Context: an optimization exercise on an open-source flow, tuned for small area. The choices shown serve that exercise and are no tape-out recipe. Only simulation tests tie the RTL to the original design; equivalence was not proved. No activity file was given, so power comes from the tool's default toggle rates.

[design.v]
package pipe_scene_pkg;
    typedef logic [23:0] rgb_t;
    localparam logic [15:0] LFSR_SEED = 16'hACE1;
endpackage
module raster_counter (
    input  logic        clk,
    input  logic        rst_i,
    input  logic        cen_i,
    input  logic [1:0]  vh_blank_i,
    input  logic [2:0]  dvh_sync_i,
    output logic [10:0] x_o,
    output logic [10:0] yd_o,
    output logic        active_o,
    output logic        frame_start_o
);
    logic hsync_q;
    logic vsync_q;
    logic hsync_rise;
    logic vsync_rise;
    logic [10:0] x_q;
    logic [10:0] yd_q;
    always_ff @(posedge clk or posedge rst_i) begin
        if (rst_i) begin
            hsync_q <= 1'b0;
            vsync_q <= 1'b0;
        end else begin
            hsync_q <= dvh_sync_i[0];
            vsync_q <= dvh_sync_i[1];
        end
    end
    assign hsync_rise    = dvh_sync_i[0] & ~hsync_q;
    assign vsync_rise    = dvh_sync_i[1] & ~vsync_q;
    assign active_o      = (vh_blank_i == 2'b00);
    assign frame_start_o = vsync_rise;
    always_ff @(posedge clk or posedge rst_i) begin
        if (rst_i) begin
            x_q  <= '0;
            yd_q <= 11'd1767;
        end else if (cen_i) begin
            if (vsync_rise) begin
                x_q  <= '0;
                yd_q <= 11'd1767;
            end else if (hsync_rise) begin
                x_q <= '0;
                if (yd_q != 11'd688) begin
                    yd_q <= yd_q - 11'd1;
                end
            end else if (active_o && (x_q != 11'd1919)) begin
                x_q <= x_q + 11'd1;
            end
        end
    end
    assign x_o  = x_q;
    assign yd_o = yd_q;
endmodule
module pipe_scroller (
    input  logic        clk,
    input  logic        rst_i,
    input  logic        cen_i,
    input  logic        fast_i,
    input  logic        frame_start_i,
    output logic [9:0]  a_o,
    output logic [39:0] gap_o
);
    logic [9:0]  a_q;
    logic [39:0] gap_q;
    logic [15:0] lfsr_q;
    logic        step2_q;
    logic        step;
    logic [9:0]  a1;
    logic [10:0] ac;
    logic        wrap;
    logic        fb1;
    logic        fb2;
    logic [9:0]  v;
    logic        v_ge;
    logic [9:0]  k;
    logic [10:0] hc;
    logic [9:0]  hnew;
    assign step = cen_i & frame_start_i;
    always_comb begin
        a1[0] = a_q[0] ^ ~fast_i;
        ac[1] = a_q[0] & ~fast_i;
        a1[1] = a_q[1] ^ (fast_i | ac[1]);
        ac[2] = a_q[1] & (fast_i | ac[1]);
        for (int i = 2; i < 10; i++) begin
            a1[i]   = a_q[i] ^ ac[i];
            ac[i+1] = a_q[i] & ac[i];
        end
    end
    assign wrap = (a_q == 10'd22) || (a_q == 10'd21 && fast_i);
    assign fb1  = lfsr_q[15] ^ lfsr_q[13] ^ lfsr_q[12] ^ lfsr_q[10];
    assign fb2  = lfsr_q[14] ^ lfsr_q[12] ^ lfsr_q[11] ^ lfsr_q[9];
    assign v    = {lfsr_q[7:0], fb1, fb2};
    assign v_ge = (v >= 10'd681);
    assign k    = v_ge ? 10'd943 : 10'd600;
    always_comb begin
        hc[0] = 1'b0;
        for (int i = 0; i < 10; i++) begin
            hnew[i] = v[i] ^ k[i] ^ hc[i];
            hc[i+1] = (v[i] & k[i]) | (v[i] & hc[i]) | (k[i] & hc[i]);
        end
    end
    always_ff @(posedge clk or posedge rst_i) begin
        if (rst_i) begin
            a_q    <= 10'd494;
            gap_q  <= {10'd980, 10'd740, 10'd16, 10'd820};
        end else if (step) begin
            if (wrap) begin
                a_q   <= (~a_q[0] & fast_i) ? 10'd918 : 10'd917;
                gap_q <= {hnew, gap_q[39:10]};
            end else begin
                a_q   <= a1;
            end
        end
    end
    always_ff @(posedge clk or posedge rst_i) begin
        if (rst_i) begin
            lfsr_q  <= pipe_scene_pkg::LFSR_SEED;
            step2_q <= 1'b0;
        end else begin
            step2_q <= step & wrap;
            if (step || step2_q) begin
                lfsr_q <= {lfsr_q[14:0], fb1};
            end
        end
    end
    assign a_o   = a_q;
    assign gap_o = gap_q;
endmodule
module pixel_composer (
    input  logic        clk,
    input  logic        rst_i,
    input  logic        cen_i,
    input  logic [10:0] x_i,
    input  logic [10:0] yd_i,
    input  logic        active_i,
    input  logic [9:0]  a_i,
    input  logic [39:0] gap_i,
    input  logic [2:0]  dvh_sync_i,
    output logic [2:0]  dvh_sync_o,
    output logic [23:0] vid_rgb_o
);
    logic [9:0]  f;
    logic [10:0] fc;
    logic [1:0]  r;
    logic [5:0]  w;
    logic [6:0]  wb;
    logic        in_win;
    logic        u0, u1, u22;
    logic [9:0]  hsel;
    logic [9:0]  t;
    logic [10:0] tc;
    logic        in_gap;
    logic        hit;
    logic        dark, light;
    logic [7:0]  b_d;
    logic [7:0]  b_q;
    logic [2:0]  sync_q;
    logic        sky;
    always_comb begin
        fc[0] = 1'b0;
        for (int i = 0; i < 10; i++) begin
            f[i]    = (i < 9 ? x_i[i+2] : 1'b0) ^ a_i[i] ^ fc[i];
            fc[i+1] = ((i < 9 ? x_i[i+2] : 1'b0) & a_i[i]) | ((i < 9 ? x_i[i+2] : 1'b0) & fc[i]) | (a_i[i] & fc[i]);
        end
    end
    assign r = f[8:7];
    always_comb begin
        wb[0] = 1'b0;
        for (int i = 0; i < 6; i++) begin
            w[i]    = f[i+1] ^ (i < 2 ? r[i] : 1'b0) ^ wb[i];
            wb[i+1] = (~f[i+1] & ((i < 2 ? r[i] : 1'b0) | wb[i])) | ((i < 2 ? r[i] : 1'b0) & wb[i]);
        end
    end
    assign in_win = ~f[9] & ~wb[6] & ((w <= 6'd10) || (w == 6'd11 && ~f[0] && ~x_i[1]));
    assign u0     = (w == 6'd0) & ~f[0];
    assign u1     = (w == 6'd0) & f[0];
    assign u22    = (w == 6'd11) & ~f[0];
    always_comb begin
        case (r)
            2'd0:    hsel = gap_i[9:0];
            2'd1:    hsel = gap_i[19:10];
            2'd2:    hsel = gap_i[29:20];
            default: hsel = gap_i[39:30];
        endcase
    end
    always_comb begin
        tc[0] = 1'b0;
        for (int i = 0; i < 10; i++) begin
            t[i]    = yd_i[i] ^ hsel[i] ^ tc[i];
            tc[i+1] = (yd_i[i] & hsel[i]) | (yd_i[i] & tc[i]) | (hsel[i] & tc[i]);
        end
    end
    assign in_gap = (t[9:8] == 2'b00) && (t[7:4] != 4'b1111);
    assign hit   = active_i && in_win && !in_gap;
    assign dark  = (u0 && !x_i[1]) || u22;
    assign light = (u0 && x_i[1]) || (u1 && !x_i[1]);
    always_comb begin
        if (hit) begin
            b_d = dark ? 8'h1F : light ? 8'h6A : 8'h30;
        end else if (yd_i <= 11'd727) begin
            b_d = 8'h13;
        end else if (yd_i <= 11'd807) begin
            b_d = 8'h57;
        end else if (yd_i >= 11'd960) begin
            b_d = yd_i[10:3];
        end else begin
            b_d = 8'd120;
        end
    end
    always_ff @(posedge clk or posedge rst_i) begin
        if (rst_i) begin
            b_q    <= '0;
            sync_q <= '0;
        end else if (cen_i) begin
            b_q    <= b_d;
            sync_q <= dvh_sync_i;
        end
    end
    assign sky = b_q[7] | (b_q[6] & b_q[5] & b_q[4] & b_q[3]);
    assign vid_rgb_o[7:0]  = b_q;
    assign vid_rgb_o[8]    = b_q[0] & ~b_q[3] & ~b_q[7];
    assign vid_rgb_o[9]    = sky | (b_q[0] & b_q[6]);
    assign vid_rgb_o[10]   = sky | (b_q[0] & ~b_q[2]);
    assign vid_rgb_o[11]   = sky | (b_q[0] & b_q[6]);
    assign vid_rgb_o[12]   = b_q[5] & ~sky;
    assign vid_rgb_o[13]   = b_q[3] & ~sky;
    assign vid_rgb_o[14]   = b_q[7] | b_q[5] | (b_q[0] ^ b_q[2]);
    assign vid_rgb_o[15]   = b_q[7] | b_q[5] | b_q[2];
    assign vid_rgb_o[16]   = sky | (b_q[0] & ~b_q[6]);
    assign vid_rgb_o[17]   = sky | b_q[1];
    assign vid_rgb_o[18]   = sky | b_q[2];
    assign vid_rgb_o[19]   = b_q[1] & ~sky;
    assign vid_rgb_o[20]   = ~b_q[7] & (b_q[3] ^ b_q[5]);
    assign vid_rgb_o[21]   = ~sky & (b_q[5] | b_q[6]);
    assign vid_rgb_o[22]   = ~b_q[0] & b_q[1] & ~sky;
    assign vid_rgb_o[23]   = sky | (b_q[0] & ~b_q[2]);
    assign dvh_sync_o = sync_q;
endmodule
module pipe_scene_top (
    input  logic                 clk,
    input  logic                 rst_i,
    input  logic                 cen_i,
    input  logic                 fast_i,
    input  logic [1:0]           vh_blank_i,
    input  logic [2:0]           dvh_sync_i,
    output logic [2:0]           dvh_sync_o,
    output pipe_scene_pkg::rgb_t vid_rgb_o
);
    logic [10:0] x;
    logic [10:0] yd;
    logic        active;
    logic        frame_start;
    logic [9:0]  a;
    logic [39:0] gap;
    raster_counter u_raster_counter (
        .clk           (clk),
        .rst_i         (rst_i),
        .cen_i         (cen_i),
        .vh_blank_i    (vh_blank_i),
        .dvh_sync_i    (dvh_sync_i),
        .x_o           (x),
        .yd_o          (yd),
        .active_o      (active),
        .frame_start_o (frame_start)
    );
    pipe_scroller u_pipe_scroller (
        .clk           (clk),
        .rst_i         (rst_i),
        .cen_i         (cen_i),
        .fast_i        (fast_i),
        .frame_start_i (frame_start),
        .a_o           (a),
        .gap_o         (gap)
    );
    pixel_composer u_pixel_composer (
        .clk        (clk),
        .rst_i      (rst_i),
        .cen_i      (cen_i),
        .x_i        (x),
        .yd_i       (yd),
        .active_i   (active),
        .a_i        (a),
        .gap_i      (gap),
        .dvh_sync_i (dvh_sync_i),
        .dvh_sync_o (dvh_sync_o),
        .vid_rgb_o  (vid_rgb_o)
    );
endmodule
[run.sh]
#!/bin/bash
# synth_recipe.tcl (not shown) runs the flow's synth.tcl, then flattens the netlist and writes it again
# the make line also repeats each setting of config.mk as NAME=value (left out here)
make -C /OpenROAD-flow-scripts/flow DESIGN_CONFIG=/design/flow/config.mk WORK_HOME=/design/flow/orfs CLKGATE_MAP_FILE= SYNTH_SCRIPT=/design/flow/synth_recipe.tcl finish
[config.mk]
export PLATFORM = sky130hd
export DESIGN_NAME = pipe_scene_top
export DESIGN_NICKNAME = pipe_scene_top
export VERILOG_FILES = /design/flow/design.v
export SDC_FILE = /design/flow/constraint.sdc
export NUM_CORES = 4
export LEC_CHECK = 0
export CAP_MARGIN = 20
export CORE_MARGIN = 2
export CORE_UTILIZATION = 40
export SLEW_MARGIN = 20
[constraint.sdc]
create_clock -name core_clock -period 16.0 [get_ports {clk}]
set_input_delay 3.2000 -clock core_clock [delete_from_list [all_inputs] [get_ports {clk}]]
set_output_delay 3.2000 -clock core_clock [all_outputs]
set_load 0.01 [all_outputs]
==> reports/qor.txt, run 1 <==
P_leak -> 2.92 nW
VDD IR max -> 0.0919 mV
H-tree lvl count -> 3
Critical-path top delay cell -> fa_1
Power per Cell Area -> 126 nW/µm²
synthesized cell area -> 5860 µm²
CP Max Fanout -> 11
Clock Power Share -> 26.6%
clock sink total -> 102
Critical Path End Type -> flop
Ys Warns -> 3
Fin. Hold Viols -> 0
Longest Clk Path Bufs -> 2
Final Skew -> 10.2 ps
die height -> 125 µm
fin nets -> 610
required time of the critical path -> 16230 ps
syn nets -> 583
initial antenna violation count -> 0
RSZ-0062 raised after global routing -> false
Wirelength per Cell -> 15.0 µm
setup fix buffers added after clock tree synthesis -> 0
largest net degree at the start of global routing -> 73
status -> finished clean
final WL -> 11200 µm
DP Area -> 6360 µm²
part of the power in registers -> 42.3%
total track usage -> 15.2%
CTS resizes -> 0
Yosys top cell area share -> 26.5%
Starting Density -> 40.6%
drt pass-1 iters -> 4
post-DP HPWL -> 8120 µm
number of synthesized flops with an enable pin -> 0
Pint -> 554 µW
vias in the first global route -> 3834
I/O Pins -> 36
Peak Freq -> 0.116 GHz
CP most frequent cell -> fa_1
worst path buffer plus inverter count -> 5
design area -> 6680 µm²
power share of the combinational group -> 31.1%
Site Rows -> 44
clk latency of the worst-skew pair -> 360 ps
total CTS buffers -> 9
kind of cell adding the most delay to the critical path -> adder cells
Worst-path clk slew -> 80 ps
Die W -> 125 µm
max incr delay on CP -> 680 ps
via count -> 3945
Vias/cell -> 5.28
final setup TNS -> 0 ps
dominant synthesized flop cell -> dfrtp_1
total die area -> 15600 µm²
first-pass GRT wire length -> 19300 µm
n_diodes -> 0
library cells used by synthesis -> 64
Filler cells -> 1346
area leader, netlist -> dfrtp_1
WP data arrival -> 8880 ps
share of layout cells above drive strength 1 -> 21.5%
Gate Count Post-Synth -> 531
min cycle time layout -> 8650 ps
CTS tree -> built
clock root buffer master -> clkbuf_16
number of synthesized register bits -> 102
Routed Antenna Nets -> 0
switching part of the total -> 34.4%
sequential area share after synthesis -> 44.4%
area grow syn2layout -> 14.1%
Multi-input gate area -> 2940 µm²
CP Class -> reg -> reg
First DRT Iteration DRCs -> 219
worst hold slack -> 493 ps
Core ar. -> 14400 µm²
Slew @ Worst Pin -> 899 ps
Area contributors post-synth -> dfrtp_1 26%, dfstp_2 18%, mux2_2 7.7%, fa_1 6.8%, ha_1 4.9%
crit path launch type -> flop
mean post-synth cell area -> 11.0 µm²
Synth async-reset ratio -> 100%
cts hold-fix bufs -> 0
I/O Buffers -> 35
Final period util -> 54.0%
GPL Wtd Cong -> 0.790
Psw -> 290 µW
register area -> 2600 µm²
total global routing overflow -> 0
slew margin rel. -> 40.1%
Worst Hold Class -> reg -> reg
Max Cap Violations -> 0
fin. max-slew vios -> 0
final setup fails -> 0
DRC -> 0
layout by cell type, fill, tap and decap left out, types with 6 or more instances in the layout:
cell / n
dfrtp_1: 62
inv_1: 52
nand2_1: 45
mux2_2: 40
dfstp_2: 40
o21ai_0: 38
clkdlybuf4s50_1: 35
nor2_1: 27
ha_1: 23
fa_1: 20
xnor2_1: 19
a21oi_1: 10
mux4_2: 10
nand3_1: 9
clkbuf_16: 9
nor2b_1: 6
nor3_1: 6
nand4_1: 6
buf_4: 6
sequential cells by signal, summed over array words and instances, names as in the netlist:
register and flops:
u_raster_counter.hsync_q 1, u_pixel_composer.b_q 8, u_pixel_composer.sync_q 3, u_raster_counter.vsync_q 1
u_pipe_scroller.step2_q 1, u_raster_counter.x_q 11, u_pipe_scroller.a_q 10, u_raster_counter.yd_q 11
u_pipe_scroller.gap_q 40, u_pipe_scroller.lfsr_q 16
worst paths after layout:
path                                         from                          to  slack, ps  depth (start not counted)
max                        u_pipe_scroller.a_q[1]     u_pixel_composer.b_q[5]       7350                         28
min                        u_pipe_scroller.a_q[2]      u_pipe_scroller.a_q[2]        490                          2
max reg2reg                u_pipe_scroller.a_q[1]     u_pixel_composer.b_q[5]       7350                         28
min reg2reg                u_pipe_scroller.a_q[2]      u_pipe_scroller.a_q[2]        490                          2
max in group asynchronous                   rst_i   u_pipe_scroller.gap_q[17]      11590                          3
min in group asynchronous                   rst_i  u_pixel_composer.sync_q[2]       3180                          2
cells in the mapped netlist (all sizes together), types with 9 or more instances:
cell type and count:
nand3 9, clkbuf 14, o21ai 39, mux4 10, buf 11, dfrtp 62
a21oi 10, mux2 45, fa 20, ha 23, inv 53, nor2 27
nand2 45, xnor2 19, dfstp 40
metrics by stage:
step                      setup slack (ps)  util (%)  total power [mW]  std cells
after floorplan                       8020         -             0.542        531
after global placement                7380      44.1             0.622        731
after detailed placement              7310      44.1             0.628        731
after CTS                             7290      46.3             0.857        747
after global routing                  6820      46.3             0.912        747
final                                 7350      46.3             0.844        747
worst register-to-register path: cells and delay by family, from the launching register on:
family          cells  cell delay [ps]
buf+inv             5              330
compound gates      6             1590
xor+xnor            2              320
fa+ha+maj          13             5070
flops               1              570
mux                 1              570
simple gates        1               70
layer usage:
metal	track usage, %	part of all wire, %	vias up
met4	5.69	2.0	0
met1	20.1	47	1939
met3	3.51	3.8	14
met2	24.5	47	82
li1	-	-	1910
met5	0	0	-
power by group through the flow:
stage,Sequential (mW),Clock (mW),Combinational (mW)
2_1_floorplan,0.347,0,0.195
3_3_place_gp,0.360,0,0.262
3_5_place_dp,0.362,0,0.266
4_1_cts,0.357,0.232,0.268
5_1_grt,0.365,0.244,0.303
6_report,0.357,0.225,0.262
final cells by class:
| class | instances | share of cell area, % |
|---|---|---|
| clock buffer | 9 | 3.37 |
| clock inverter | 7 | 1.37 |
| inverter | 53 | 3.01 |
| multi-input combinational | 351 | 44.0 |
| sequential | 102 | 38.9 |
| tap | 184 | 3.44 |
| timing repair buffer | 41 | 5.92 |
cells by family after synthesis:
logic type / share of synthesized area, %
xor gates and xnor gates: 3.59
AOI/OAI and AO/OA: 10.4
muxes: 12.5
DFF: 44.4
and+or+nand+nor: 11.7
adders and majority gates: 11.7
buffers and inverters: 5.53
==> inputs of run 2 (changes only) <==
==> flow/run.sh (new file) <==
#!/bin/bash
# Standard ORFS layout with two changes: ports are buffered with the
# smallest buffer, and CTS uses clkbuf_8 without dummy loads.
set -euo pipefail
export BUFFER_PORTS_ARGS="-buffer_cell sky130_fd_sc_hd__buf_1"
export CTS_ARGS="-sink_clustering_enable -repair_clock_nets -dont_use_dummy_load -buf_list sky130_fd_sc_hd__clkbuf_8"
bash standard.sh > standard_flow.log 2>&1
==> standard.sh (new file) <==
#!/bin/bash
# synth_recipe.tcl (not shown) runs the flow's synth.tcl, then flattens the netlist and writes it again
# the make line also repeats each setting of config.mk as NAME=value (left out here)
make -C /OpenROAD-flow-scripts/flow DESIGN_CONFIG=/design/flow/config.mk WORK_HOME=/design/flow/orfs CLKGATE_MAP_FILE= SYNTH_SCRIPT=/design/flow/synth_recipe.tcl "${@:-finish}"
removed: run.sh
==> reports/qor.txt, run 2 <==
Longest Clk Path Bufs -> 2 (unchanged)
Compound-Gate Fraction of Synth Area -> 10.4% (unchanged)
final WL -> 11300 µm (+0.81%)
fin nets -> 611 (+0.16%)
dominant synthesized flop cell -> dfrtp_1
total track usage -> 15.3% (+0.088 points)
Post-Synth Simple-Gate Area -> 11.7% (unchanged)
mean post-synth cell area -> 11.0 µm² (unchanged)
n_diodes -> 0 (unchanged)
share of layout cells above drive strength 1 -> 20.5% (-1.0 points)
main combinational cell family by area after synthesis -> multiplexers
CTS tree -> built
most frequent cells in the layout -> 62 x dfrtp_1, 52 x inv_1, 45 x nand2_1
post-DP HPWL -> 8090 µm (-0.45%)
max incr delay on CP -> 690 ps (about the same)
number of synthesized flops with an enable pin -> 0 (unchanged)
Final Skew -> 37.4 ps (+27.2 ps)
final setup TNS -> 0 ps (unchanged)
CP Class -> reg -> reg
Worst Hold Class -> reg -> reg
first-pass GRT wire length -> 19400 µm (+0.61%)
Reg with most FFs -> u_pipe_scroller.gap_q
Site Rows -> 44 (unchanged)
Worst-path clk slew -> 80 ps (about the same)
Fin. Hold Viols -> 0 (unchanged)
worst hold slack -> 494 ps (+0.719 ps)
die height -> 125 µm (unchanged)
H-tree lvl count -> 3 (unchanged)
library cells used by synthesis -> 64 (unchanged)
largest net degree at the start of global routing -> 73 (unchanged)
Vias/cell -> 5.33 (+0.91%)
crit path launch type -> flop
XOR/XNOR Fraction of Synth Area -> 3.59% (unchanged)
post-synthesis adder-cell area fraction -> 11.7% (unchanged)
status -> finished clean
vias in the first global route -> 3919 (+2.2%)
clk latency of the worst-skew pair -> 400 ps (+40 ps)
area grow syn2layout -> 7.05%
Peak Freq -> 0.115 GHz (-0.47%)
count leader, synth -> dfrtp_1
P_leak -> 2.74 nW (-6.2%)
Critical-path top delay cell -> fa_1
required time of the critical path -> 16250 ps (+20 ps)
clock sink total -> 102 (unchanged)
CP most frequent cell -> fa_1
Routed Antenna Nets -> 0 (unchanged)
Synth async-reset ratio -> 100% (unchanged)
total global routing overflow -> 0 (unchanged)
drt pass-1 iters -> 6 (+2)
WP data arrival -> 8940 ps (+60 ps)
Core ar. -> 14400 µm² (unchanged)
CTS resizes -> 0 (unchanged)
via count -> 3949 (+0.10%)
Top Registers -> u_pipe_scroller.gap_q x40, u_pipe_scroller.lfsr_q x16
mux share of post-synthesis cell area -> 12.5% (unchanged)
Starting Density -> 40.6% (unchanged)
Gate Count Post-Synth -> 531 (unchanged)
Ys Warns -> 3 (unchanged)
GPL Wtd Cong -> 0.795 (+0.62%)
max reg flops -> 40 (unchanged)
Slew @ Worst Pin -> 888 ps (-10.9 ps)
Filler cells -> 1391 (+3.3%)
I/O Pins -> 36 (unchanged)
clock root buffer master -> clkbuf_8
area leader, netlist -> dfrtp_1
cts hold-fix bufs -> 0 (unchanged)
slew margin rel. -> 40.8% (+0.73 points)
Area contributors post-synth -> dfrtp_1 26%, dfstp_2 18%, mux2_2 7.7%, fa_1 6.8%, ha_1 4.9%
Die W -> 125 µm (unchanged)
total CTS buffers -> 9 (unchanged)
VDD IR max -> 0.0525 mV (-43%)
commonest non-fill, non-tap cell in the layout -> dfrtp_1
syn nets -> 583 (unchanged)
setup fix buffers added after clock tree synthesis -> 0 (unchanged)
Max Cap Violations -> 0 (unchanged)
final setup fails -> 0 (unchanged)
synthesized cell area -> 5860 µm² (unchanged)
Final period util -> 54.3% (+0.26 points)
Wirelength per Cell -> 15.2 µm (+1.6%)
fin. max-slew vios -> 0 (unchanged)
First DRT Iteration DRCs -> 274 (+25%)
min cycle time layout -> 8690 ps (+41.1 ps)
Critical Path End Type -> flop
sequential area share after synthesis -> 44.4% (unchanged)
DRC -> 0 (unchanged)
Power per Cell Area -> 116 nW/µm² (-7.8%)
number of synthesized register bits -> 102 (unchanged)
RSZ-0062 raised after global routing -> false
I/O Buffers -> 35 (unchanged)
CP Max Fanout -> 11 (unchanged)
initial antenna violation count -> 0 (unchanged)
total die area -> 15600 µm² (unchanged)
Yosys top cell area share -> 26.5% (unchanged)
synth cell count leaders -> 62 x dfrtp_1, 53 x inv_1, 45 x nand2_1
==> run 2: layer usage <==
metal  wire, µm  up-vias  track usage [%]
met5          0        -                0
met4        216        0             5.10
met3        362       12             3.12
met2       5420       73             25.6
met1       5290     1970             19.9
li1           -     1894                -
==> run 2: worst paths after layout <==
kind / startpoint / end / slack (ps) / cells after the start
worst min register to register: u_pipe_scroller.gap_q[39] / u_pipe_scroller.gap_q[39] / 490 / 2
worst min-delay path: u_pipe_scroller.gap_q[39] / u_pipe_scroller.gap_q[39] / 490 / 2
worst max register to register: u_raster_counter.x_q[2] / u_pixel_composer.b_q[5] / 7310 / 29
worst max-delay path: u_raster_counter.x_q[2] / u_pixel_composer.b_q[5] / 7310 / 29
max in group asynchronous: rst_i / u_pipe_scroller.gap_q[35] / 11970 / 3
min in group asynchronous: rst_i / u_pixel_composer.b_q[7] / 2810 / 2
==> run 2: kinds of logic (layout without fill, tap and decap cells) <==
group	count (synthesis)	count (layout)
AND/OR/NAND/NOR	136	136
flip-flops	102	102
AO/OA/AOI/OAI	93	93
buffers and inverters	78	104
multiplexers	55	55
adder cells (fa/ha/maj)	43	43
XOR/XNOR	24	24
==> run 2: area by class of cell <==
cell class              count  area (µm²)  area share [%]
multi-input cells         351        2930            46.7
flip-flops and latches    102        2600            41.5
well taps                 184         230            3.67
inverters                  53         201            3.21
repair buffers             42         181            2.89
clock buffers               9         124            1.98
==> run 2: critical path: cells and delay by family, from the launching register on <==
| family | cells | cell delay, ps |
|---|---|---|
| compound gates | 6 | 1590 |
| xor+xnor | 2 | 320 |
| fa+ha+maj | 14 | 5220 |
| mux | 1 | 560 |
| buf+inv | 5 | 310 |
| simple gates | 1 | 70 |
| flops | 1 | 450 |
==> run 2: stage by stage <==
stage | power [mW] | cell area [µm²] | utilization (%) | std cells | setup WS [ps]
final | 0.730 | 6270 | 43.5 | 741 | 7310
after global routing | 0.796 | 6270 | 43.5 | 741 | 6710
after CTS | 0.742 | 6270 | 43.5 | 741 | 7180
after detailed placement | 0.607 | 6150 | 42.6 | 732 | 7220
after global placement | 0.598 | 6140 | 42.6 | 731 | 7390
after floorplan | 0.542 | 5860 | - | 531 | 8020
==> run 2: where the power goes <==
group	internal, mW	switching, mW
clock network	0.0507	0.0810
registers	0.313	0.0446
logic	0.107	0.135
total	0.470	0.260
==> inputs of run 3 (changes only) <==
==> flow/run.sh (replaced) <==
#!/bin/bash
# ORFS layout with three changes from the standard one:
#  - synthesis maps logic with an area-oriented ABC script (flow/abc_area.script)
#    in place of ORFS's speed script; everything else in synthesis, and so every
#    register, is as in the standard synthesis;
#  - ports are buffered with the smallest buffer;
#  - CTS uses clkbuf_8 and no dummy loads.
set -euo pipefail
WORK=$(pwd)
cat > "$WORK/my_synth.tcl" <<TCL
proc abc {args} {
  set i [lsearch -exact \$args -script]
  if {\$i >= 0} { set args [lreplace \$args [expr {\$i+1}] [expr {\$i+1}] $WORK/flow/abc_area.script] }
  yosys abc {*}\$args
}
source $WORK/synth_recipe.tcl
TCL
sed "s#SYNTH_SCRIPT=[^ ]*#SYNTH_SCRIPT=$WORK/my_synth.tcl#" standard.sh > my_standard.sh
grep -q "SYNTH_SCRIPT=$WORK/my_synth.tcl" my_standard.sh
export BUFFER_PORTS_ARGS="-buffer_cell sky130_fd_sc_hd__buf_1"
export CTS_ARGS="-sink_clustering_enable -repair_clock_nets -dont_use_dummy_load -buf_list sky130_fd_sc_hd__clkbuf_8"
bash my_standard.sh > standard_flow.log 2>&1
==> flow/abc_area.script (new file) <==
strash
&get -n
&fraig -x
&deepsyn -T 20
&dch -f
&nf -R 1000 -p
&put
==> reports/qor.txt, run 3 <==
clock root buffer master -> clkbuf_8
Routed Antenna Nets -> 0 (unchanged)
number of synthesized register bits -> 102 (unchanged)
Starting Density -> 41.1% (+0.51 points)
crit path launch type -> flop
fin. max-slew vios -> 0 (unchanged)
part of the power in registers -> 47.9% (-1.0 points)
via count -> 3850 (-2.5%)
CP most frequent cell -> fa_1
synthesized cell area -> 5450 µm² (-7.0%)
area grow syn2layout -> 9.33%
Top Registers -> u_pipe_scroller.gap_q x40, u_pipe_scroller.lfsr_q x16
Max Cap Violations -> 0 (unchanged)
power share of the combinational group -> 34.0% (+0.9 points)
I/O Pins -> 36 (unchanged)
Worst Hold Class -> reg -> reg
Final Util -> 45.0% (+1.5 points)
synth cell count leaders -> 62 x dfrtp_1, 56 x nor2_1, 49 x clkinv_1
total track usage -> 16.1% (+0.82 points)
initial antenna violation count -> 0 (unchanged)
area leader, netlist -> dfrtp_1
RSZ-0062 raised after global routing -> false
fin nets -> 613 (+0.33%)
Psw -> 254 µW (-2.4%)
Vias/cell -> 5.24 (-1.7%)
GPL Wtd Cong -> 0.817 (+2.7%)
Gate Count Post-Synth -> 512 (-3.6%)
Die W -> 121 µm (-3.5%)
drt pass-1 iters -> 5 (-1)
CTS tree -> built
final setup fails -> 0 (unchanged)
Fin. Hold Viols -> 0 (unchanged)
final setup TNS -> 0 ps (unchanged)
Site Rows -> 42 (-4.5%)
die height -> 121 µm (-3.5%)
final WL -> 10600 µm (-5.7%)
setup fix buffers added after clock tree synthesis -> 0 (unchanged)
Ys Warns -> 3 (unchanged)
Final period util -> 54.5% (+0.21 points)
Filler cells -> 1262 (-9.3%)
switching part of the total -> 35.6% (-0.042 points)
Core ar. -> 13200 µm² (-8.2%)
Reg with most FFs -> u_pipe_scroller.gap_q
share of layout cells above drive strength 1 -> 10.0% (-10 points)
Clock Power Share -> 18.1% (about the same)
library cells used by synthesis -> 46 (-28%)
Peak Freq -> 0.115 GHz (-0.38%)
VDD IR max -> 0.0779 mV (+49%)
count leader, synth -> dfrtp_1
slew margin rel. -> 49.2% (+8.4 points)
max incr delay on CP -> 540 ps (-150 ps)
post-DP HPWL -> 7840 µm (-3.0%)
commonest non-fill, non-tap cell in the layout -> dfrtp_1
total CTS buffers -> 9 (unchanged)
First DRT Iteration DRCs -> 295 (+7.7%)
max reg flops -> 40 (unchanged)
H-tree lvl count -> 3 (unchanged)
largest net degree at the start of global routing -> 53 (-27%)
WP data arrival -> 8920 ps (-20 ps)
syn nets -> 564 (-3.3%)
Slew @ Worst Pin -> 752 ps (-136 ps)
required time of the critical path -> 16200 ps (-50 ps)
Power per Cell Area -> 120 nW/µm² (+2.9%)
CP Max Fanout -> 8 (-3)
min cycle time layout -> 8720 ps (+33.6 ps)
most frequent cells in the layout -> 62 x dfrtp_1, 55 x nor2_1, 48 x clkinv_1
mean post-synth cell area -> 10.6 µm² (-3.6%)
clk latency of the worst-skew pair -> 390 ps (about the same)
Placed Instances -> 726 (-0.82%)
Critical Path End Type -> flop
clock sink total -> 102 (unchanged)
Pint -> 459 µW (-2.2%)
Worst-path clk slew -> 90 ps (about the same)
DRC -> 0 (unchanged)
Longest Clk Path Bufs -> 2 (unchanged)
cts hold-fix bufs -> 0 (unchanged)
Synth async-reset ratio -> 100% (unchanged)
number of synthesized flops with an enable pin -> 0 (unchanged)
Layout Cells excl Fill -> 735 (-0.81%)
I/O Buffers -> 35 (unchanged)
Yosys top cell area share -> 28.5% (+2.0 points)
Wirelength per Cell -> 14.5 µm (-5.0%)
first-pass GRT wire length -> 18500 µm (-4.6%)
P_leak -> 2.51 nW (-8.3%)
n_diodes -> 0 (unchanged)
total global routing overflow -> 0 (unchanged)
Critical-path top delay cell -> dfstp_2
dominant synthesized flop cell -> dfrtp_1
Final Skew -> 37.4 ps (+0.0179 ps)
status -> finished clean
CP Class -> reg -> reg
vias in the first global route -> 3751 (-4.3%)
Area contributors post-synth -> dfrtp_1 28%, dfstp_2 19%, mux2_1 8.9%, fa_1 7.4%, ha_1 5.3%
total die area -> 14600 µm² (-6.8%)
CTS resizes -> 0 (unchanged)
sequential area share after synthesis -> 47.8% (+3.4 points)
run 3: cell types whose count changed after synthesis, sizes merged, moves of 6 or more:
| cell | delta |
|---|---|
| inv | -53 |
| clkinv | +49 |
| a21oi | +29 |
| nor2 | +29 |
| clkbuf | -14 |
| mux4 | -10 |
| xnor2 | -10 |
| buf | -9 |
| o21ai | -8 |
| a222oi | +6 |
run 3: per-stage QoR:
stage	cell area [µm²]	setup WS [ps]	power, mW	hold slack [ps]
after CTS	5950	7250	0.726	496
after global placement	5830	7490	0.585	471
after detailed placement	5830	7270	0.592	477
final	5950	7280	0.713	493
after global routing	5950	6680	0.778	514
after floorplan	5450	7940	0.525	454
run 3: final cells by class:
| class | count | area, µm² | share of cell area (%) |
|---|---|---|---|
| clock buffers | 9 | 124 | 2.08 |
| inverters | 49 | 186 | 3.13 |
| multi-input cells | 359 | 2650 | 44.5 |
| flip-flops and latches | 102 | 2600 | 43.7 |
| well taps | 176 | 220 | 3.70 |
| repair buffers | 40 | 169 | 2.84 |
run 3: final timing paths:
check | end | slack (ps) | cells after the start | from
max reg2reg | u_pixel_composer.b_q[5] | 7280 | 34 | u_pipe_scroller.a_q[1]
max | u_pixel_composer.b_q[5] | 7280 | 34 | u_pipe_scroller.a_q[1]
min reg2reg | u_pipe_scroller.lfsr_q[9] | 490 | 1 | u_pipe_scroller.lfsr_q[8]
min | u_pipe_scroller.lfsr_q[9] | 490 | 1 | u_pipe_scroller.lfsr_q[8]
min in group asynchronous | u_pixel_composer.b_q[6] | 2910 | 2 | rst_i
max in group asynchronous | u_raster_counter.yd_q[8] | 12020 | 3 | rst_i
run 3: worst max-delay path, delay by kind of cell, from the launching register on:
kind                     cells  cell delay [ps]
AO/OA/AOI/OAI                7             1540
XOR/XNOR                     2              310
adder cells (fa/ha/maj)     13             4940
buffers and inverters        7              660
flip-flops                   1              540
AND/OR/NAND/NOR              5              560
run 3: logic make-up after synthesis:
group	count (synthesis)	synth area share, %
AO/OA/AOI/OAI	106	11.7
adder cells (fa/ha/maj)	43	12.6
AND/OR/NAND/NOR	151	12.7
XOR/XNOR	16	2.57
flip-flops	102	47.8
multiplexers	43	8.89
buffers and inverters	51	3.65
run 3: routing by layer:
| layer | part of all wire [%] | global-route usage (%) | vias up |
|---|---|---|---|
| met2 | 48 | 26.2 | 69 |
| met3 | 3.9 | 4.58 | 8 |
| met5 | 0 | 0 | - |
| met1 | 47 | 21.0 | 1892 |
| met4 | 1.0 | 4.43 | 0 |
| li1 | - | - | 1881 |
run 3: power groups by stage:
stage               Combinational [mW]  Clock (mW)  Sequential (mW)
global route                     0.284       0.146            0.348
floorplan                        0.186           0            0.339
finish                           0.243       0.129            0.341
detailed placement               0.246           0            0.346
CTS                              0.248       0.136            0.342
global placement                 0.241           0            0.344
==> inputs of run 4 (changes only) <==
--- a/flow/run.sh
+++ b/flow/run.sh
@@ -3,4 +3,5 @@
 #  - synthesis maps logic with an area-oriented ABC script (flow/abc_area.script)
-#    in place of ORFS's speed script; everything else in synthesis, and so every
-#    register, is as in the standard synthesis;
+#    in place of ORFS's speed script, and leaves adders to ABC too (no
+#    ADDER_MAP_FILE); everything else in synthesis, and so every register, is as
+#    in the standard synthesis;
 #  - ports are buffered with the smallest buffer;
@@ -17,3 +18,3 @@
 TCL
-sed "s#SYNTH_SCRIPT=[^ ]*#SYNTH_SCRIPT=$WORK/my_synth.tcl#" standard.sh > my_standard.sh
+sed "s#SYNTH_SCRIPT=[^ ]*#SYNTH_SCRIPT=$WORK/my_synth.tcl ADDER_MAP_FILE=#" standard.sh > my_standard.sh
 grep -q "SYNTH_SCRIPT=$WORK/my_synth.tcl" my_standard.sh
==> flow/abc_area.script (replaced) <==
strash
&get -n
&fraig -x
&deepsyn -T 20
&put
dch -f
amap
==> reports/qor.txt, run 4 <==
sequential area share after synthesis -> 51.1% (+3.3 points)
max incr delay on CP -> 810 ps (+270 ps)
M1 WL -> 5590 µm (+12%)
CP Class -> in -> reg
number of synthesized register bits -> 102 (unchanged)
post-DP HPWL -> 8140 µm (+3.8%)
FF-to-FF Start -> u_pipe_scroller.a_q[7]
Die W -> 117 µm (-3.2%)
initial antenna violation count -> 0 (unchanged)
count leader, synth -> clkinv_1
R2R Path End -> u_pixel_composer.b_q[4]
hold endpoint -> u_pipe_scroller.gap_q[32]
final WL -> 11300 µm (+6.0%)
met2 WL -> 5120 µm (about the same)
synthesized cell area -> 5090 µm² (-6.5%)
share of layout cells above drive strength 1 -> 8.51% (-1.5 points)
Vias/cell -> 5.33 (+1.7%)
fin nets -> 657 (+7.2%)
clock sink total -> 102 (unchanged)
Min-Delay Startpoint -> u_pipe_scroller.gap_q[32]
RSZ-0062 raised after global routing -> false
Starting Density -> 40.7% (-0.42 points)
most frequent cells in the layout -> 108 x clkinv_1, 85 x nor2_1, 72 x o22ai_1
WP data arrival -> 6900 ps (-2020 ps)
status -> finished clean
cts hold-fix bufs -> 0 (unchanged)
Critical Path End Type -> flop
total CTS buffers -> 9 (unchanged)
CP Depth -> 17 (-50%)
First DRT Iteration DRCs -> 273 (-7.5%)
Power per Cell Area -> 134 nW/µm² (+12%)
library cells used by synthesis -> 41 (-11%)
fin. max-slew vios -> 0 (unchanged)
Site Rows -> 41 (-2.4%)
CTS resizes -> 0 (unchanged)
Final Skew -> 20.5 ps (-16.8 ps)
I/O Buffers -> 35 (unchanged)
total track usage -> 17.9% (+1.8 points)
drt pass-1 iters -> 5 (unchanged)
GPL Wtd Cong -> 0.871 (+6.7%)
Ys Warns -> 3 (unchanged)
clk latency of the worst-skew pair -> 380 ps (about the same)
commonest non-fill, non-tap cell in the layout -> clkinv_1
DP Area -> 5460 µm² (-6.3%)
area leader, netlist -> dfrtp_1
Clock Power Share -> 17.3% (-0.8 points)
Longest Clk Path Bufs -> 2 (unchanged)
Total Power -> 750 µW (+5.1%)
crit path launch type -> input pin
Final period util -> 41.3% (-13 points)
part of the power in registers -> 44.4% (-3.5 points)
switching part of the total -> 38.4% (+2.8 points)
Area contributors post-synth -> dfrtp_1 30%, dfstp_2 21%, o22ai_1 8.8%, clkinv_1 8.0%, nor2_1 6.3%
CP Max Fanout -> 11 (+3)
required time of the critical path -> 16280 ps (+80 ps)
VDD IR max -> 0.103 mV (+32%)
H-tree lvl count -> 3 (unchanged)
Gate Count Post-Synth -> 600 (+17%)
final setup margin -> 9380 ps (+2110 ps)
max reg flops -> 40 (unchanged)
syn nets -> 609 (+8.0%)
vias in the first global route -> 4024 (+7.3%)
Max Cap Violations -> 0 (unchanged)
slew margin rel. -> 27.9% (-21 points)
final setup TNS -> 0 ps (unchanged)
largest net degree at the start of global routing -> 74 (+40%)
setup fix buffers added after clock tree synthesis -> 0 (unchanged)
Wirelength per Cell -> 13.8 µm (-4.8%)
R2R Setup Slk -> 11060 ps (+3780 ps)
first-pass GRT wire length -> 19100 µm (+3.2%)
dominant synthesized flop cell -> dfrtp_1
Yosys top cell area share -> 30.5% (+2.0 points)
mean post-synth cell area -> 8.49 µm² (-20%)
Peak Freq -> 0.151 GHz (+32%)
critical path cell sequence -> buf_1, nand2_1, o21ai_0, clkinv_1, nor2_1, nand2_1, nor2_1, nand2_1, nor2_1, clkinv_1, nor3_1, nand2_1, nor2_1, nand2_1, nor2_1, clkinv_1, o221ai_1
final setup fails -> 0 (unchanged)
met3 routed WL -> 412 µm (-0.72%)
power share of the combinational group -> 38.4% (+4.4 points)
n_diodes -> 0 (unchanged)
pre-CTS setup slack -> 9110 ps (+1840 ps)
Layout Cells excl Fill -> 818 (+11%)
min cycle time layout -> 6620 ps (-2110 ps)
area grow syn2layout -> 9.70%
number of synthesized flops with an enable pin -> 0 (unchanged)
kind of cell adding the most delay to the critical path -> simple AND/OR/NAND/NOR gates
DRC -> 0 (unchanged)
I/O Pins -> 36 (unchanged)
Placed Instances -> 809 (+11%)
Hold Path Stages -> 2 (+1)
Psw -> 288 µW (+13%)
CTS tree -> built
Fin. Hold Viols -> 0 (unchanged)
Slew @ Worst Pin -> 1070 ps (+316 ps)
top layer in use -> met4
Pint -> 462 µW (+0.50%)
P_leak -> 2.06 nW (-18%)
synth cell count leaders -> 109 x clkinv_1, 85 x nor2_1, 72 x o22ai_1
via count -> 4357 (+13%)
total die area -> 13700 µm² (-6.2%)
Routed Antenna Nets -> 0 (unchanged)
reg2reg path depth -> 22 (-35%)
Synth async-reset ratio -> 100% (unchanged)
total global routing overflow -> 0 (unchanged)
Worst-path clk slew -> 80 ps (about the same)
die height -> 117 µm (-3.2%)
Core ar. -> 12500 µm² (-5.5%)
worst path buffer plus inverter count -> 4 (-3)
Reg with most FFs -> u_pipe_scroller.gap_q
design area -> 5590 µm² (-6.1%)
Top Registers -> u_pipe_scroller.gap_q x40, u_pipe_scroller.lfsr_q x16
clock root buffer master -> clkbuf_8
Worst Hold Class -> reg -> reg
Critical-path top delay cell -> o21ai_0
[run 4: changes by cell type after synthesis, moves of 8 or more]
cell / delta
mux2_1: -43
xnor2_1: -9
nor3_1: +8
o21ai_0: +21
ha_1: -23
o22ai_1: +63
nand3_1: -8
nor2_1: +29
clkinv_1: +60
fa_1: -20
[run 4: routing by layer]
layer	vias to the layer above	track usage, %
li1	2217	-
met1	2046	23.8
met2	82	27.8
met3	12	5.30
met4	0	6.43
met5	-	0
[run 4: per-stage QoR]
stage / util [%] / hold WS (ps)
floorplan: - / 449
global placement: 43.7 / 465
detailed placement: 43.7 / 468
CTS: 44.6 / 486
global route: 44.6 / 508
finish: 44.6 / 483
[run 4: how the worst max path moves through the flow]
stage                       start                         to  slack [ps]
CTS                         cen_i  u_raster_counter.yd_q[10]        9480
global route                cen_i  u_raster_counter.yd_q[10]        8870
floorplan           dvh_sync_i[1]  u_pipe_scroller.gap_q[39]        7160
global placement            cen_i  u_raster_counter.yd_q[10]        9220
detailed placement          cen_i  u_raster_counter.yd_q[10]        9110
finish                      cen_i  u_raster_counter.yd_q[10]        9380
[run 4: final cells by class]
type,instances,area [µm²]
Multi-Input combinational cell,387,2070
Tap cell,172,215
Clock buffer,9,124
Timing Repair Buffer,39,161
Inverter,109,412
Sequential cell,102,2600
Fill cell,1253,6930
[run 4: kinds of logic after synthesis]
group	after synthesis	share of synthesized area, %
buf+inv	111	8.33
compound gates	211	25.7
flops	102	51.1
simple gates	176	14.9
[run 4: tightest hold or removal path, stage by stage (launching register included)]
cell,delay [ps]
dfstp_2,380
clkinv_1,50
a21oi_1,50
[run 4: power groups by stage]
stage,logic [mW],clock network (mW),registers (mW)
after floorplan,0.225,0,0.330
after global placement,0.280,0,0.336
after detailed placement,0.285,0,0.337
after CTS,0.287,0.137,0.332
after global routing,0.330,0.147,0.337
final,0.288,0.129,0.332
==> inputs of run 5 (changes only) <==
--- a/design.v
+++ b/design.v
@@ -180,8 +180,4 @@
     always_comb begin
-        case (r)
-            2'd0:    hsel = gap_i[9:0];
-            2'd1:    hsel = gap_i[19:10];
-            2'd2:    hsel = gap_i[29:20];
-            default: hsel = gap_i[39:30];
-        endcase
+        hsel = ({10{r == 2'd0}} & gap_i[9:0])   | ({10{r == 2'd1}} & gap_i[19:10]) |
+               ({10{r == 2'd2}} & gap_i[29:20]) | ({10{r == 2'd3}} & gap_i[39:30]);
     end
--- a/config.mk
+++ b/config.mk
@@ -9,3 +9,3 @@
 export CORE_MARGIN = 2
-export CORE_UTILIZATION = 40
+export CORE_UTILIZATION = 65
 export SLEW_MARGIN = 20
==> reports/qor.txt, run 5 <==
status -> finished clean
library cells used by synthesis -> 38 (-7.3%)
Reg with most FFs -> u_pipe_scroller.gap_q
clk latency of the worst-skew pair -> 370 ps (about the same)
total CTS buffers -> 9 (unchanged)
number of synthesized register bits -> 102 (unchanged)
final setup margin -> 9170 ps (-213 ps)
Starting Density -> 66.3% (+26 points)
CTS resizes -> 0 (unchanged)
design area -> 5440 µm² (-2.6%)
fin nets -> 645 (-1.8%)
crit path launch type -> input pin
vias in the first global route -> 4177 (+3.8%)
part of the power in registers -> 46.6% (+2.2 points)
max reg flops -> 40 (unchanged)
Ys Warns -> 3 (unchanged)
I/O Pins -> 36 (unchanged)
Psw -> 271 µW (-6.0%)
RSZ-0062 raised after global routing -> false
Fin. Hold Viols -> 0 (unchanged)
Vias/cell -> 5.88 (+10%)
fin. max-slew vios -> 0 (unchanged)
Site Rows -> 32 (-22%)
die height -> 92.1 µm (-21%)
Wirelength per Cell -> 14.8 µm (+7.5%)
total global routing overflow -> 0 (unchanged)
Placed Instances -> 727 (-10%)
setup fix buffers added after clock tree synthesis -> 0 (unchanged)
Clock Power Share -> 17.8% (+0.5 points)
Routed Antenna Nets -> 0 (unchanged)
Top Registers -> u_pipe_scroller.gap_q x40, u_pipe_scroller.lfsr_q x16
Pint -> 446 µW (-3.4%)
Max Cap Violations -> 0 (unchanged)
most frequent cells in the layout -> 102 x clkinv_1, 96 x nor2_1, 62 x dfrtp_1
GPL Wtd Cong -> 0.925 (+6.1%)
Total Power -> 717 µW (-4.4%)
area grow syn2layout -> 7.94%
initial antenna violation count -> 0 (unchanged)
slew margin rel. -> 31.0% (+3.1 points)
mean post-synth cell area -> 8.56 µm² (+0.87%)
P_leak -> 2.07 nW (+0.58%)
I/O Buffers -> 35 (unchanged)
cts hold-fix bufs -> 0 (unchanged)
commonest non-fill, non-tap cell in the layout -> clkinv_1
total die area -> 8480 µm² (-38%)
Power per Cell Area -> 132 nW/µm² (-1.9%)
synth cell count leaders -> 103 x clkinv_1, 97 x nor2_1, 62 x dfrtp_1
pre-CTS setup slack -> 8790 ps (-317 ps)
Synth async-reset ratio -> 100% (unchanged)
final setup TNS -> 0 ps (unchanged)
share of layout cells above drive strength 1 -> 8.68% (+0.16 points)
Worst-path clk slew -> 90 ps (about the same)
first-pass GRT wire length -> 19300 µm (+1.0%)
WP data arrival -> 7090 ps (+190 ps)
Peak Freq -> 0.146 GHz (-3.1%)
Final Util -> 71.6% (+27 points)
clock sink total -> 102 (unchanged)
sequential area share after synthesis -> 51.6% (+0.51 points)
total track usage -> 28.2% (+10 points)
Gate Count Post-Synth -> 589 (-1.8%)
area leader, netlist -> dfrtp_1
worst hold slack -> 492 ps (+9.00 ps)
CP Max Fanout -> 13 (+2)
clock root buffer master -> clkbuf_8
First DRT Iteration DRCs -> 245 (-10%)
Layout Cells excl Fill -> 736 (-10%)
dominant synthesized flop cell -> dfrtp_1
Yosys top cell area share -> 30.8% (+0.30 points)
DP Area -> 5320 µm² (-2.7%)
min cycle time layout -> 6830 ps (+213 ps)
Worst Hold Class -> reg -> reg
CP Class -> in -> reg
Core ar. -> 7610 µm² (-39%)
synthesized cell area -> 5040 µm² (-0.98%)
number of synthesized flops with an enable pin -> 0 (unchanged)
Final period util -> 42.7% (+1.3 points)
switching part of the total -> 37.8% (-0.64 points)
Longest Clk Path Bufs -> 2 (unchanged)
Slew @ Worst Pin -> 1020 ps (-46.4 ps)
largest net degree at the start of global routing -> 56 (-24%)
Area contributors post-synth -> dfrtp_1 31%, dfstp_2 21%, clkinv_1 7.7%, nor2_1 7.2%, o22ai_1 6.5%
power share of the combinational group -> 35.6% (-2.8 points)
required time of the critical path -> 16260 ps (-20 ps)
final setup fails -> 0 (unchanged)
VDD IR max -> 0.0759 mV (-26%)
final WL -> 10900 µm (-3.2%)
via count -> 4331 (-0.60%)
n_diodes -> 0 (unchanged)
DRC -> 0 (unchanged)
drt pass-1 iters -> 5 (unchanged)
Die W -> 92.1 µm (-21%)
Final Skew -> 41.9 ps (+21.4 ps)
count leader, synth -> clkinv_1
H-tree lvl count -> 3 (unchanged)
post-DP HPWL -> 7920 µm (-2.7%)
CTS tree -> built
Critical Path End Type -> flop
syn nets -> 598 (-1.8%)
-- run 5: changes by cell type after synthesis, moves of 4 or more --
cell	before	now
a22oi_1	3	7
a31oi_1	6	2
clkinv_1	109	103
nor2_1	85	97
nor2b_1	8	4
o21a_1	6	10
o22a_1	3	12
o22ai_1	72	52
or2_0	7	2
-- run 5: power groups by stage --
stage	Sequential [mW]	Combinational, mW	Clock [mW]
after floorplan	0.332	0.195	0
after global placement	0.337	0.243	0
after detailed placement	0.338	0.252	0
after CTS	0.334	0.253	0.131
after global routing	0.339	0.291	0.139
final	0.334	0.255	0.127
-- run 5: final timing paths --
kind / endpoint / start / slack, ps / depth (start not counted)
max: u_raster_counter.yd_q[10] / cen_i / 9170 / 15
min: u_pipe_scroller.gap_q[5] / u_pipe_scroller.gap_q[5] / 490 / 2
max reg2reg: u_pixel_composer.b_q[4] / u_raster_counter.x_q[9] / 10320 / 24
min reg2reg: u_pipe_scroller.gap_q[5] / u_pipe_scroller.gap_q[5] / 490 / 2
max in group asynchronous: u_pixel_composer.b_q[2] / rst_i / 11980 / 3
min in group asynchronous: u_pipe_scroller.lfsr_q[12] / rst_i / 2880 / 2
-- run 5: logic make-up (layout without fill, tap and decap cells) --
logic type | count (synthesis) | count (layout) | synth area share, %
AO/OA/AOI/OAI | 208 | 208 | 26.3
flip-flops | 102 | 102 | 51.6
buffers and inverters | 105 | 150 | 7.96
AND/OR/NAND/NOR | 174 | 174 | 14.1
-- run 5: per-layer routing --
layer / wire length (µm) / global-route usage (%) / vias up
met5: 0 / 0 / -
met2: 5370 / 47.6 / 104
met4: 131 / 6.47 / 0
met1: 4990 / 38.2 / 2037
li1: - / - / 2178
met3: 427 / 5.59 / 12
-- run 5: final cells by class --
type / instances / area (µm²)
sequential: 102 / 2600
timing repair buffer: 38 / 154
multi-input combinational: 382 / 2050
clock buffer: 9 / 124
inverter: 103 / 389
tap: 102 / 128
fill: 614 / 2160
-- run 5: worst max-delay path, cell delays in order --
cell and delay, ps:
buf_1 290, clkinv_1 380, o31ai_1 890, clkinv_1 410, a311oi_1 400, nand2_1 150
nor2_1 180, nand2_1 110, nor2_1 180, nand2_1 120, nor2_1 180, nand2_1 120
nor2_1 170, nand2_1 120, o221ai_1 190
==> inputs of run 6 (changes only) <==
--- a/config.mk
+++ b/config.mk
@@ -9,3 +9,3 @@
 export CORE_MARGIN = 2
-export CORE_UTILIZATION = 65
+export CORE_UTILIZATION = 80
 export SLEW_MARGIN = 20
==> reports/qor.txt, run 6 <==
design area -> 5400 µm² (-0.76%)
Site Rows -> 28 (-13%)
vias in the first global route -> 4564 (+9.3%)
Core ar. -> 5990 µm² (-21%)
required time of the critical path -> 16280 ps (+20 ps)
setup fix buffers added after clock tree synthesis -> 0 (unchanged)
sequential area share after synthesis -> 51.6% (unchanged)
Final Util -> 90.2% (+19 points)
P_leak -> 2.07 nW (about the same)
Placed Instances -> 699 (-3.9%)
slew margin rel. -> 36.8% (+5.7 points)
dominant synthesized flop cell -> dfrtp_1
CTS resizes -> 0 (unchanged)
crit path launch type -> input pin
total CTS buffers -> 9 (unchanged)
Final Skew -> 36.0 ps (-5.97 ps)
Gate Count Post-Synth -> 589 (unchanged)
Ys Warns -> 3 (unchanged)
number of synthesized flops with an enable pin -> 0 (unchanged)
Yosys top cell area share -> 30.8% (unchanged)
Max Cap Violations -> 0 (unchanged)
number of synthesized register bits -> 102 (unchanged)
DP Area -> 5280 µm² (-0.78%)
final setup margin -> 9020 ps (-152 ps)
library cells used by synthesis -> 38 (unchanged)
First DRT Iteration DRCs -> 432 (+76%)
Area contributors post-synth -> dfrtp_1 31%, dfstp_2 21%, clkinv_1 7.7%, nor2_1 7.2%, o22ai_1 6.5%
Multi-input gate area -> 2050 µm² (unchanged)
total global routing overflow -> 0 (unchanged)
CP Max Fanout -> 13 (unchanged)
Total Power -> 732 µW (+2.2%)
H-tree lvl count -> 3 (unchanged)
Worst Hold Class -> reg -> reg
fin. max-slew vios -> 0 (unchanged)
register area -> 2600 µm² (unchanged)
Longest Clk Path Bufs -> 2 (unchanged)
via count -> 4671 (+7.9%)
drt pass-1 iters -> 6 (+1)
Critical-path top delay cell -> o31ai_1
Clock Power Share -> 17.7% (about the same)
pre-CTS setup slack -> 8800 ps (+16.2 ps)
Layout Cells excl Fill -> 708 (-3.8%)
area leader, netlist -> dfrtp_1
Fin. Hold Viols -> 0 (unchanged)
clock root buffer master -> clkbuf_8
commonest non-fill, non-tap cell in the layout -> clkinv_1
syn nets -> 598 (unchanged)
max incr delay on CP -> 890 ps (about the same)
final setup TNS -> 0 ps (unchanged)
Worst-path clk slew -> 80 ps (about the same)
RSZ-0062 raised after global routing -> false
Top Registers -> u_pipe_scroller.gap_q x40, u_pipe_scroller.lfsr_q x16
Pint -> 446 µW (about the same)
CP Class -> in -> reg
WP data arrival -> 7260 ps (+170 ps)
Critical Path End Type -> flop
die height -> 83.4 µm (-9.4%)
Final period util -> 43.6% (+0.95 points)
I/O Pins -> 36 (unchanged)
synthesized cell area -> 5040 µm² (unchanged)
n_diodes -> 0 (unchanged)
area grow syn2layout -> 7.12%
clk latency of the worst-skew pair -> 390 ps (+20 ps)
power share of the combinational group -> 36.4% (+0.8 points)
Filler cells -> 302 (-51%)
CP most frequent cell -> nand2_1
Psw -> 286 µW (+5.7%)
final WL -> 12300 µm (+13%)
Vias/cell -> 6.60 (+12%)
largest net degree at the start of global routing -> 74 (+32%)
synth cell count leaders -> 103 x clkinv_1, 97 x nor2_1, 62 x dfrtp_1
CTS tree -> built
final setup fails -> 0 (unchanged)
Reg with most FFs -> u_pipe_scroller.gap_q
max reg flops -> 40 (unchanged)
Power per Cell Area -> 136 nW/µm² (+2.9%)
status -> finished clean
total track usage -> 37.7% (+9.5 points)
critical path cell sequence -> buf_1, clkinv_1, o31ai_1, clkinv_1, a311oi_1, nand2_1, nor2_1, nand2_1, nor2_1, nand2_1, nor2_1, nand2_1, nor2_1, nand2_1, o221ai_1
most frequent cells in the layout -> 101 x clkinv_1, 96 x nor2_1, 62 x dfrtp_1
count leader, synth -> clkinv_1
part of the power in registers -> 45.9% (-0.7 points)
Slew @ Worst Pin -> 940 ps (-80.8 ps)
Die W -> 83.4 µm (-9.4%)
VDD IR max -> 0.107 mV (+41%)
min cycle time layout -> 6980 ps (+152 ps)
Peak Freq -> 0.143 GHz (-2.2%)
cts hold-fix bufs -> 0 (unchanged)
Routed Antenna Nets -> 0 (unchanged)
post-DP HPWL -> 8630 µm (+8.9%)
worst hold slack -> 495 ps (+3.09 ps)
initial antenna violation count -> 0 (unchanged)
Starting Density -> 84.2% (+18 points)
share of layout cells above drive strength 1 -> 8.69% (+0.014 points)
switching part of the total -> 39.1% (+1.3 points)
Synth async-reset ratio -> 100% (unchanged)
clock sink total -> 102 (unchanged)
mean post-synth cell area -> 8.56 µm² (unchanged)
Wirelength per Cell -> 17.4 µm (+17%)
total die area -> 6960 µm² (-18%)
I/O Buffers -> 35 (unchanged)
fin nets -> 644 (-0.16%)
GPL Wtd Cong -> 0.908 (-1.9%)
first-pass GRT wire length -> 20700 µm (+7.7%)
DRC -> 0 (unchanged)
[run 6: worst max-delay path: cells and delay by family]
kind,cells,cell delay [ps]
buf+inv,3,1050
compound gates,3,1540
simple gates,9,1470
[run 6: power by group through the flow]
| stage | registers, mW | clock network (mW) | logic, mW |
|---|---|---|---|
| after floorplan | 0.332 | 0 | 0.195 |
| final | 0.336 | 0.130 | 0.266 |
| after global placement | 0.336 | 0 | 0.239 |
| after global routing | 0.340 | 0.139 | 0.293 |
| after detailed placement | 0.339 | 0 | 0.254 |
| after CTS | 0.335 | 0.128 | 0.259 |
[run 6: logic make-up (layout without fill, tap and decap cells)]
| group | after synthesis | in the layout | synth area share [%] |
|---|---|---|---|
| AOI/OAI and AO/OA | 208 | 208 | 26.3 |
| buffers and inverters | 105 | 149 | 7.96 |
| and+or+nand+nor | 174 | 174 | 14.1 |
| DFF | 102 | 102 | 51.6 |
[run 6: path summary, 6_finish.rpt]
kind	start	to	slack [ps]	depth (start not counted)
hold reg to reg	u_pipe_scroller.gap_q[2]	u_pipe_scroller.gap_q[2]	490	2
setup / recovery	cen_i	u_raster_counter.yd_q[10]	9020	15
min in group asynchronous	rst_i	u_pipe_scroller.gap_q[35]	2790	2
hold / removal	u_pipe_scroller.gap_q[2]	u_pipe_scroller.gap_q[2]	490	2
max in group asynchronous	rst_i	u_raster_counter.vsync_q	11960	3
setup reg to reg	u_pipe_scroller.a_q[7]	u_pixel_composer.b_q[4]	10400	24
[run 6: final cells by class]
class	count	share of cell area [%]
clock buffer	9	2.29
inverter	103	7.20
multi-input combinational	382	37.9
sequential	102	48.2
tap	75	1.74
timing repair buffer	37	2.71
[run 6: routing by layer]
layer	vias up	wire (µm)	share of wire, %	global-route usage [%]
li1	2158	-	-	-
met5	-	0	0	0
met2	239	6160	50	63.3
met3	66	829	6.7	9.54
met1	2208	4790	39	44.9
met4	0	544	4.4	20.0
==> inputs of run 7 (changes only) <==
--- a/design.v
+++ b/design.v
@@ -62,3 +62,4 @@
     output logic [9:0]  a_o,
-    output logic [39:0] gap_o
+    output logic [39:0] gap_o,
+    output logic [1:0]  o_o
 );
@@ -67,3 +68,8 @@
     logic [15:0] lfsr_q;
-    logic        step2_q;
+    logic [1:0]  o_q;
+    logic        pend_q;
+    logic [1:0]  owe_q;
+    logic        wr;
+    logic        lstep;
+    logic [1:0]  owe_add;
     logic        step;
@@ -105,10 +111,8 @@
         if (rst_i) begin
-            a_q    <= 10'd494;
-            gap_q  <= {10'd980, 10'd740, 10'd16, 10'd820};
+            a_q <= 10'd494;
         end else if (step) begin
             if (wrap) begin
-                a_q   <= (~a_q[0] & fast_i) ? 10'd918 : 10'd917;
-                gap_q <= {hnew, gap_q[39:10]};
+                a_q <= (~a_q[0] & fast_i) ? 10'd918 : 10'd917;
             end else begin
-                a_q   <= a1;
+                a_q <= a1;
             end
@@ -116,9 +120,18 @@
     end
-    always_ff @(posedge clk or posedge rst_i) begin
-        if (rst_i) begin
-            lfsr_q  <= pipe_scene_pkg::LFSR_SEED;
-            step2_q <= 1'b0;
+    assign wr      = pend_q & (o_q == 2'd0);
+    assign lstep   = (owe_q != 2'd0) & (~pend_q | wr);
+    assign owe_add = step ? (wrap ? 2'd2 : 2'd1) : 2'd0;
+    always_ff @(posedge clk or posedge rst_i) begin
+        if (rst_i) begin
+            gap_q  <= {10'd980, 10'd740, 10'd16, 10'd820};
+            o_q    <= 2'd0;
+            pend_q <= 1'b0;
+            owe_q  <= 2'd0;
+            lfsr_q <= pipe_scene_pkg::LFSR_SEED;
         end else begin
-            step2_q <= step & wrap;
-            if (step || step2_q) begin
+            gap_q  <= {gap_q[29:0], wr ? hnew : gap_q[39:30]};
+            o_q    <= o_q + 2'd1 + {1'b0, step & wrap};
+            pend_q <= (step & wrap) | (pend_q & ~wr);
+            owe_q  <= owe_q + owe_add - {1'b0, lstep};
+            if (lstep) begin
                 lfsr_q <= {lfsr_q[14:0], fb1};
@@ -129,2 +142,3 @@
     assign gap_o = gap_q;
+    assign o_o   = o_q;
 endmodule
@@ -139,2 +153,3 @@
     input  logic [39:0] gap_i,
+    input  logic [1:0]  o_i,
     input  logic [2:0]  dvh_sync_i,
@@ -146,2 +161,3 @@
     logic [1:0]  r;
+    logic [1:0]  st;
     logic [5:0]  w;
@@ -179,5 +195,6 @@
     assign u22    = (w == 6'd11) & ~f[0];
-    always_comb begin
-        hsel = ({10{r == 2'd0}} & gap_i[9:0])   | ({10{r == 2'd1}} & gap_i[19:10]) |
-               ({10{r == 2'd2}} & gap_i[29:20]) | ({10{r == 2'd3}} & gap_i[39:30]);
+    assign st = r + o_i;
+    always_comb begin
+        hsel = ({10{st == 2'd0}} & gap_i[9:0])   | ({10{st == 2'd1}} & gap_i[19:10]) |
+               ({10{st == 2'd2}} & gap_i[29:20]) | ({10{st == 2'd3}} & gap_i[39:30]);
     end
@@ -252,2 +269,3 @@
     logic [39:0] gap;
+    logic [1:0]  o;
     raster_counter u_raster_counter (
@@ -270,3 +288,4 @@
         .a_o           (a),
-        .gap_o         (gap)
+        .gap_o         (gap),
+        .o_o           (o)
     );
@@ -281,2 +300,3 @@
         .gap_i      (gap),
+        .o_i        (o),
         .dvh_sync_i (dvh_sync_i),
==> flow/abc_area.script (replaced) <==
strash
&get -n
&fraig -x
&deepsyn -T 20
&deepsyn -T 20 -o
&put
dch -f
amap
==> reports/qor.txt, run 7 <==
status -> finished clean
Critical-path top delay cell -> a21oi_1
Final Skew -> 25.4 ps (-10.5 ps)
Yosys top cell area share -> 33.4% (+2.6 points)
Filler cells -> 285 (-5.6%)
final setup margin -> 9550 ps (+529 ps)
slew margin rel. -> 37.1% (+0.32 points)
largest net degree at the start of global routing -> 90 (+22%)
synthesized cell area -> 4950 µm² (-1.9%)
Wirelength per Cell -> 18.1 µm (+3.9%)
Gate Count Post-Synth -> 549 (-6.8%)
Peak Freq -> 0.155 GHz (+8.2%)
Routed Antenna Nets -> 0 (unchanged)
switching part of the total -> 37.3% (-1.8 points)
Power per Cell Area -> 127 nW/µm² (-6.0%)
synth cell count leaders -> 93 x nor2_1, 74 x clkinv_1, 66 x dfrtp_1
power share of the combinational group -> 31.7% (-4.7 points)
syn nets -> 558 (-6.7%)
drt pass-1 iters -> 7 (+1)
Vias/cell -> 6.75 (+2.3%)
hold endpoint -> u_pipe_scroller.gap_q[32]
total die area -> 6830 µm² (-1.8%)
Clock Power Share -> 19.2% (+1.5 points)
Hold Path Stages -> 0 (-2)
area grow syn2layout -> 7.18% (about the same)
library cells used by synthesis -> 40 (+5.3%)
Worst-path clk slew -> 90 ps (about the same)
Slew @ Worst Pin -> 944 ps (+3.27 ps)
Placed Instances -> 659 (-5.7%)
commonest non-fill, non-tap cell in the layout -> nor2_1
total track usage -> 37.9% (+0.17 points)
number of synthesized register bits -> 106 (+3.9%)
CP most frequent cell -> o21ai_0
reg2reg path depth -> 25 (+4.2%)
design area -> 5300 µm² (-1.8%)
sequential area share after synthesis -> 54.6% (+3.0 points)
total global routing overflow -> 0 (unchanged)
max incr delay on CP -> 670 ps (-220 ps)
initial antenna violation count -> 0 (unchanged)
die height -> 82.7 µm (-0.90%)
P_leak -> 2.10 nW (+1.4%)
Critical Path End Type -> flop
count leader, synth -> nor2_1
worst path buffer plus inverter count -> 4 (+1)
Final period util -> 40.3% (-3.3 points)
Max Cap Violations -> 0 (unchanged)
fin. max-slew vios -> 0 (unchanged)
Starting Density -> 83.1% (-1.1 points)
VDD IR max -> 0.0959 mV (-11%)
RSZ-0062 raised after global routing -> false
WP data arrival -> 6740 ps (-520 ps)
First DRT Iteration DRCs -> 409 (-5.3%)
final setup fails -> 0 (unchanged)
clock root buffer master -> clkbuf_8
n_diodes -> 0 (unchanged)
clk latency of the worst-skew pair -> 370 ps (-20 ps)
CP Class -> reg -> reg
final setup TNS -> 0 ps (unchanged)
pre-CTS setup slack -> 9360 ps (+558 ps)
I/O Pins -> 36 (unchanged)
area leader, netlist -> dfrtp_1
mean post-synth cell area -> 9.01 µm² (+5.3%)
Area contributors post-synth -> dfrtp_1 33%, dfstp_2 21%, nor2_1 7.1%, o21ai_0 5.8%, clkinv_1 5.6%
Top Registers -> u_pipe_scroller.gap_q x40, u_pipe_scroller.lfsr_q x16
R2R Setup Slk -> 9550 ps (-850 ps)
DRC -> 0 (unchanged)
GPL Wtd Cong -> 0.883 (-2.7%)
most frequent cells in the layout -> 93 x nor2_1, 73 x clkinv_1, 66 x dfrtp_1
fin nets -> 604 (-6.2%)
CP Max Fanout -> 11 (-2)
DP Area -> 5180 µm² (-1.9%)
-- run 7: cell count changes in the layout (fill, tap and decap cells not counted), moves of 4 or more --
cell,previous run,this run
o22a_1,12,2
o21ai_0,48,57
o22ai_1,52,16
a22o_1,1,7
clkinv_1,101,73
a221oi_1,1,9
a21oi_1,36,44
dfrtp_1,62,66
-- run 7: logic make-up after synthesis --
group           Yosys count  synth area share [%]
flops                   106                  54.6
simple gates            178                  15.0
buf+inv                  76                  5.92
compound gates          189                  24.5
-- run 7: power by group through the flow --
stage	Clock (mW)	Combinational, mW	Sequential (mW)
floorplan	0	0.156	0.329
CTS	0.130	0.208	0.331
detailed placement	0	0.205	0.335
finish	0.130	0.214	0.332
global placement	0	0.192	0.332
global route	0.139	0.238	0.336
-- run 7: cell type report --
cell class	count	area, µm²	area share [%]
Sequential cell	106	2700	51.0
Multi-Input combinational cell	367	1950	36.8
Inverter	74	280	5.28
Timing Repair Buffer	37	150	2.83
Clock buffer	9	124	2.34
Tap cell	75	93.8	1.77
-- run 7: metrics by stage --
stage          hold slack, ps  utilization [%]  power [mW]
3_5_place_dp              359             86.9       0.541
3_3_place_gp              351             86.9       0.523
4_1_cts                   381             89.0       0.669
2_1_floorplan             349                -       0.485
5_1_grt                   383             89.1       0.712
6_report                  382             89.1       0.676
-- run 7: routing by layer --
metal,global-route usage (%),routed length [µm]
met5,0,0
met4,22.3,651
met3,8.37,955
met2,66.4,6090
met1,42.4,4380
-- run 7: worst max-delay path by stage --
stage / startpoint / end / slack (ps) / depth (start not counted)
final: u_pipe_scroller.a_q[7] / u_pixel_composer.b_q[0] / 9550 / 25
after global routing: u_pipe_scroller.a_q[7] / u_pixel_composer.b_q[0] / 8880 / 25
after CTS: u_pipe_scroller.a_q[7] / u_pixel_composer.b_q[0] / 9690 / 25
after detailed placement: cen_i / u_raster_counter.yd_q[10] / 9360 / 17
after global placement: cen_i / u_raster_counter.yd_q[10] / 9770 / 17
after floorplan: dvh_sync_i[1] / u_raster_counter.yd_q[10] / 10500 / 16

[separate check: timing with driven ports]
No port has a modelled driver above. Below, the same layouts with a new extraction and two added sets of constraints.
Step 1 sets driving cells, clkbuf_16 on the clock port and buf_2 on the other inputs (assumed; they add their load-dependent delay and slew).
Step 2, shift: input delay + t, output delay - t, t = (earliest + latest rising clock arrival at the registers) / 2. This alone moves slack from input paths to output paths.
Slacks: ideal / step 1 / step 2; pairs: ideal / step 1.
run	shift t [ns]	slack for setup (ns)
run 1	0.393	7.353 / 7.353 / 7.353
run 2	0.414	7.312 / 7.312 / 7.312
run 3	0.401	7.279 / 7.279 / 7.279
run 4	0.402	9.384 / 9.395 / 8.992
run 5	0.386	9.171 / 9.184 / 8.798
run 6	0.402	9.019 / 9.028 / 8.626
run 7	0.394	9.548 / 9.548 / 9.213
After both steps setup and hold are still met in every run listed.
